From an optimization exercise on the open Yosys and OpenROAD flow, aimed at small area and few clock cycles per item; shortcuts taken in it are not production practice.
Function was checked by simulation only, so behaviour that the tests miss may differ from the original.
No activity file was given, so power comes from the tool's default toggle rates.

==> trial 43: inputs <==
==> flow/design.v <==
package noc_pkg;
  localparam int NPORT = 5;
  localparam logic [2:0] P_N = 3'd0;
  localparam logic [2:0] P_E = 3'd1;
  localparam logic [2:0] P_S = 3'd2;
  localparam logic [2:0] P_W = 3'd3;
  localparam logic [2:0] P_L = 3'd4;
  typedef enum logic {ROUTE_XY = 1'b0, ROUTE_YX = 1'b1} route_order_e;
  function automatic int x_msb(input int width);
    x_msb = width - 3;
  endfunction
  function automatic int x_lsb(input int width, input int col);
    x_lsb = width - 1 - col;
  endfunction
  function automatic int y_lsb(input int width, input int col, input int row);
    y_lsb = width - col - row;
  endfunction
  function automatic logic is_thermo(input logic [31:0] v, input int w);
    logic [31:0] m;
    m = (32'd1 << (w - 1)) - 32'd1;
    is_thermo = (v & ~(v >> 1) & m) == 32'd0;
  endfunction
endpackage
module router_in_fifo #(
  parameter int WIDTH = 53,
  parameter int DEPTH = 4
) (
  input  logic             clk,
  input  logic             rst,
  input  logic             push,
  input  logic [WIDTH-1:0] push_data,
  input  logic             pop,
  output logic             full,
  output logic             empty,
  output logic [WIDTH-1:0] head
);
  localparam int AW = $clog2(DEPTH);
  logic [AW:0] wp_q, wp_d, rp_q, rp_d;
  logic [WIDTH-1:0] mem_q [DEPTH];
  logic [WIDTH-1:0] mem_d [DEPTH];
  assign empty = wp_q == rp_q;
  assign full = (wp_q[AW] != rp_q[AW]) && (wp_q[AW-1:0] == rp_q[AW-1:0]);
  assign head = mem_q[rp_q[AW-1:0]];
  always_comb begin
    for (int i = 0; i < DEPTH; i++) mem_d[i] = mem_q[i];
    if (push) mem_d[wp_q[AW-1:0]] = push_data;
    wp_d = wp_q + (AW+1)'(push);
    rp_d = rp_q + (AW+1)'(pop & !empty);
  end
  always_ff @(posedge clk or posedge rst)
    if (rst) begin
      wp_q <= '0;
      rp_q <= '0;
    end else begin
      wp_q <= wp_d;
      rp_q <= rp_d;
    end
  always_ff @(posedge clk)
    for (int i = 0; i < DEPTH; i++) mem_q[i] <= mem_d[i];
endmodule
module mesh_router_sync #(
  parameter int ROW          = 4,
  parameter int COL          = 4,
  parameter int FILTER_WIDTH = 8,
  parameter int WIDTH        = 13 + 5 * FILTER_WIDTH,
  parameter int DEPTH        = 4,
  parameter int ROUTE_ORDER  = 0
) (
  input  logic                 clk,
  input  logic                 rst,
  input  logic [4:0]           in_valid,
  output logic [4:0]           in_ready,
  input  logic [5*WIDTH-1:0]   in_data,
  output logic [4:0]           out_valid,
  input  logic [4:0]           out_ready,
  output logic [5*WIDTH-1:0]   out_data,
  output logic                 err_pulse,
  output logic [7:0]           drop_cnt
);
  logic [4:0] bad, drop, vq, vd, ld;
  logic [4:0] req [5];            
  logic [4:0] gnt [5];            
  logic [1:0] ptr_q [5];
  logic [1:0] ptr_d [5];
  logic [WIDTH-1:0] oq [5];
  logic [WIDTH-1:0] od [5];
  logic [2:0] ndrop;
  logic [8:0] sum;
  logic [7:0] cnt_q;
  logic err_q;
  always_comb
    for (int p = 0; p < 5; p++) begin
      logic [WIDTH-1:0] h;
      logic okx, oky;
      logic [2:0] d;
      h = in_data[p*WIDTH +: WIDTH];
      okx = !(h[49] & !h[50]) & !(h[48] & !h[49]);
      oky = !(h[46] & !h[47]) & !(h[45] & !h[46]);
      d = h[50] ? (h[52] ? noc_pkg::P_E : noc_pkg::P_W)
        : h[47] ? (h[51] ? noc_pkg::P_N : noc_pkg::P_S) : noc_pkg::P_L;
      bad[p] = !okx | !oky | d == 3'(p);
      drop[p] = in_valid[p] & bad[p];
      for (int o = 0; o < 5; o++) req[o][p] = in_valid[p] & !bad[p] & d == 3'(o);
    end
  for (genvar o = 0; o < 5; o++) begin : g_arb
    logic [3:0] r, g;
    for (genvar j = 0; j < 4; j++) begin : g_req
      assign r[j] = req[o][(o + 1 + j) % 5];
      assign gnt[o][(o + 1 + j) % 5] = g[j];
    end
    assign gnt[o][o] = 1'b0;
    router_rr4 u_arb (
      .r(r), .ptr(ptr_q[o]), .free(!vq[o] | out_ready[o]), .g(g), .ld(ld[o]), .ptr_d(ptr_d[o])
    );
  end
  logic [WIDTH-1:0] cand [5][4];    
  always_comb
    for (int o = 0; o < 5; o++)
      for (int j = 0; j < 4; j++) begin
        logic [WIDTH-1:0] m;
        m = in_data[((o + 1 + j) % 5)*WIDTH +: WIDTH];
        cand[o][j] = m;
        case (o)
          1, 3: begin
            cand[o][j][52] = o == 1;
            cand[o][j][50:48] = {m[49:48], 1'b0};
          end
          0, 2: begin
            cand[o][j][51] = o == 0;
            cand[o][j][50:48] = 3'b000;
            cand[o][j][47:45] = {m[46:45], 1'b0};
          end
          default: cand[o][j][50:45] = 6'b0;
        endcase
      end
  for (genvar o = 0; o < 5; o++) begin : g_out
    logic [3:0] gs;
    for (genvar j = 0; j < 4; j++) begin : g_sel
      assign gs[j] = gnt[o][(o + 1 + j) % 5];
    end
    for (genvar b = 0; b < WIDTH; b++) begin : g_bit
      router_xbar_bit u_x (
        .d({cand[o][3][b], cand[o][2][b], cand[o][1][b], cand[o][0][b]}),
        .g(gs), .h(!ld[o]), .q(oq[o][b]), .y(od[o][b])
      );
    end
  end
  always_comb
    for (int o = 0; o < 5; o++) begin
      vd[o] = ld[o] | (vq[o] & !out_ready[o]);
      out_data[o*WIDTH +: WIDTH] = oq[o];
      case (o)
        1, 3: begin out_data[o*WIDTH+52] = o == 1; out_data[o*WIDTH+48] = 1'b0; end
        0, 2: begin out_data[o*WIDTH+51] = o == 0; out_data[o*WIDTH+48 +: 3] = 3'b0; out_data[o*WIDTH+45] = 1'b0; end
        default: out_data[o*WIDTH+45 +: 6] = 6'b0;
      endcase
    end
  always_comb begin
    for (int p = 0; p < 5; p++) begin
      in_ready[p] = bad[p];
      for (int o = 0; o < 5; o++) in_ready[p] = in_ready[p] | gnt[o][p];
    end
    ndrop = 3'(drop[0]) + 3'(drop[1]) + 3'(drop[2]) + 3'(drop[3]) + 3'(drop[4]);
    sum = 9'(cnt_q) + 9'(ndrop);
  end
  assign out_valid = vq;
  assign err_pulse = err_q;
  assign drop_cnt = cnt_q;
  always_ff @(posedge clk or posedge rst)
    if (rst) begin
      vq <= '0;
      err_q <= 1'b0;
      cnt_q <= '0;
      for (int o = 0; o < 5; o++) ptr_q[o] <= '0;
    end else begin
      vq <= vd;
      err_q <= |drop;
      cnt_q <= sum[8] ? 8'hff : sum[7:0];
      for (int o = 0; o < 5; o++) ptr_q[o] <= ptr_d[o];
    end
  always_ff @(posedge clk)
    for (int o = 0; o < 5; o++) oq[o] <= od[o];
endmodule
module router_xbar_bit (
  input  logic [3:0] d,
  input  logic [3:0] g,
  input  logic       h,
  input  logic       q,
  output logic       y
);
  assign y = |(d & g) | (h & q);
endmodule
module router_rr4 (
  input  logic [3:0] r,
  input  logic [1:0] ptr,
  input  logic       free,
  output logic [3:0] g,
  output logic       ld,
  output logic [1:0] ptr_d
);
  logic [1:0] w;
  logic any;
  always_comb begin
    w = '0;
    any = 1'b0;
    for (int k = 3; k >= 0; k--)
      if (r[2'(ptr + 2'(k))]) begin
        w = 2'(ptr + 2'(k));
        any = 1'b1;
      end
    ld = any & free;
    g = '0;
    if (ld) g[w] = 1'b1;
    ptr_d = ld ? w + 2'd1 : ptr;
  end
endmodule
==> flow/flow/run.sh <==
#!/bin/bash
# Standard ORFS layout (the standard.sh), with two changes made through ORFS's own
# variables: single-drive buffers on the I/O ports, and a clock tree of clkbuf_4/clkbuf_8
# without dummy loads.
set -euo pipefail
export BUFFER_PORTS_ARGS="-buffer_cell sky130_fd_sc_hd__buf_1"
export CTS_ARGS="-sink_clustering_enable -repair_clock_nets -dont_use_dummy_load -buf_list {sky130_fd_sc_hd__clkbuf_4 sky130_fd_sc_hd__clkbuf_8} -sink_clustering_size 20 -sink_clustering_max_diameter 60"
bash standard.sh > standard.log 2>&1
==> flow/standard.sh <==
#!/bin/bash
# synth_recipe.tcl (not shown) runs the flow's synth.tcl, then flattens the netlist and writes it again
# the make line also repeats each setting of config.mk as NAME=value (left out here)
make -C /OpenROAD-flow-scripts/flow DESIGN_CONFIG=/design/flow/config.mk WORK_HOME=/design/flow/orfs CLKGATE_MAP_FILE= SYNTH_SCRIPT=/design/flow/synth_recipe.tcl "${@:-finish}"
==> flow/config.mk <==
export PLATFORM = sky130hd
export DESIGN_NAME = mesh_router_sync
export DESIGN_NICKNAME = mesh_router_sync
export VERILOG_FILES = /design/flow/design.v
export SDC_FILE = /design/flow/constraint.sdc
export NUM_CORES = 4
export LEC_CHECK = 0
export CAP_MARGIN = 20
export CORE_AREA = 2 2 188 188
export DIE_AREA = 0 0 190 190
export SLEW_MARGIN = 20
export SYNTH_HIERARCHICAL = 1
export SYNTH_MINIMUM_KEEP_SIZE = 0
==> flow/constraint.sdc <==
create_clock -name core_clock -period 7.5 [get_ports {clk}]
set_input_delay 1.5000 -clock core_clock [delete_from_list [all_inputs] [get_ports {clk}]]
set_output_delay 1.5000 -clock core_clock [all_outputs]
set_load 0.01 [all_outputs]
==> inputs of trial 82, as changes to trial 43 <==
==> flow/design.v, changed modules only <==
module router_rr4 (
  input  logic [3:0] r,
  input  logic [1:0] ptr,
  input  logic       free,
  output logic [3:0] g,
  output logic       ld,
  output logic [1:0] ptr_d
);
  logic [3:0] m, hi, c;
  always_comb begin
    m = 4'b1111 << ptr;
    hi = r & m;
    c = |hi ? (hi & ~{hi[2:0] | {hi[1:0] | {hi[0], 1'b0}, 1'b0}, 1'b0})
            : (r & ~{r[2:0] | {r[1:0] | {r[0], 1'b0}, 1'b0}, 1'b0});
    ld = |r & free;
    g = ld ? c : 4'b0;
    ptr_d = ld ? {c[1] | c[2], c[0] | c[2]} : ptr;
  end
endmodule
- PLACE_DENSITY: not set -> 0.45
==> summary.txt <==
| metric | trial 82 | trial 43 |
|---|---|---|
| Result of the run | no timing/DRC/antenna violations | no timing/DRC/antenna violations |
| Fraction of the yosys area taken by sequential cells | 0.443 | 0.439 |
| Cell area after synthesis | 0.0124 mm^2 | 0.0125 mm^2 |
| Wl on met1 | 26.1 mm | 24.2 mm |
| Area share of the leading cell type in the synthesized netlist | 0.395 | 0.391 |
| Proportion of total power due to net switching | 0.387 | 0.396 |
| Placement-stage worst setup slack | 1880 ps | 1500 ps |
| Share of the core filled with cells in the final layout | 0.454 | 0.458 |
| Post-synthesis simple-gate area fraction | 0.125 | 0.135 |
| Min Hold Slack | 466 ps | 471 ps |
| Hold Path Origin | oq[4][25] | oq[0][14] |
| Post-DP Area | 0.0151 mm^2 | 0.0153 mm^2 |
| Number of inserted filler cells in the final layout | 3581 | 3477 |
| Power attributed to the clock group | 0.897 mW | 0.858 mW |
Testbench counts of trial 43, summed over its fixed seeds: cycles 2,718, flits 8,000.
Testbench counts of trial 82, summed over its fixed seeds: cycles 2,718, flits 8,000.

-- port drivers added, routing unchanged --
The results above use ideal ports. As a check the final layouts listed here were re-extracted and re-timed, cells and wires unchanged. Step 1 sets driving cells, clkbuf_16 on the clock port and buf_2 on the other inputs (assumed; they add their load-dependent delay and slew). Step 2 adds t to the input delays and takes it off the output delays; t is the mean of the earliest and latest rising clock arrival at the registers after step 1. Input paths then give back, and output paths get back, about the clock's delay inside the block. Three values: ideal ports, drivers, drivers and shift; two values: the first two.
run	t (ns)	slack for setup (ns)	worst slew at a driven data input, ns
trial 43	0.653	1.460 / 1.440 / 1.440	0.12
trial 82	0.656	1.852 / 1.830 / 1.830	0.13
After both steps every run listed still meets setup and hold. The setup slack of trial 82, which loses most, moves by -0.022 ns with the drivers and by -0.022 ns with both steps.
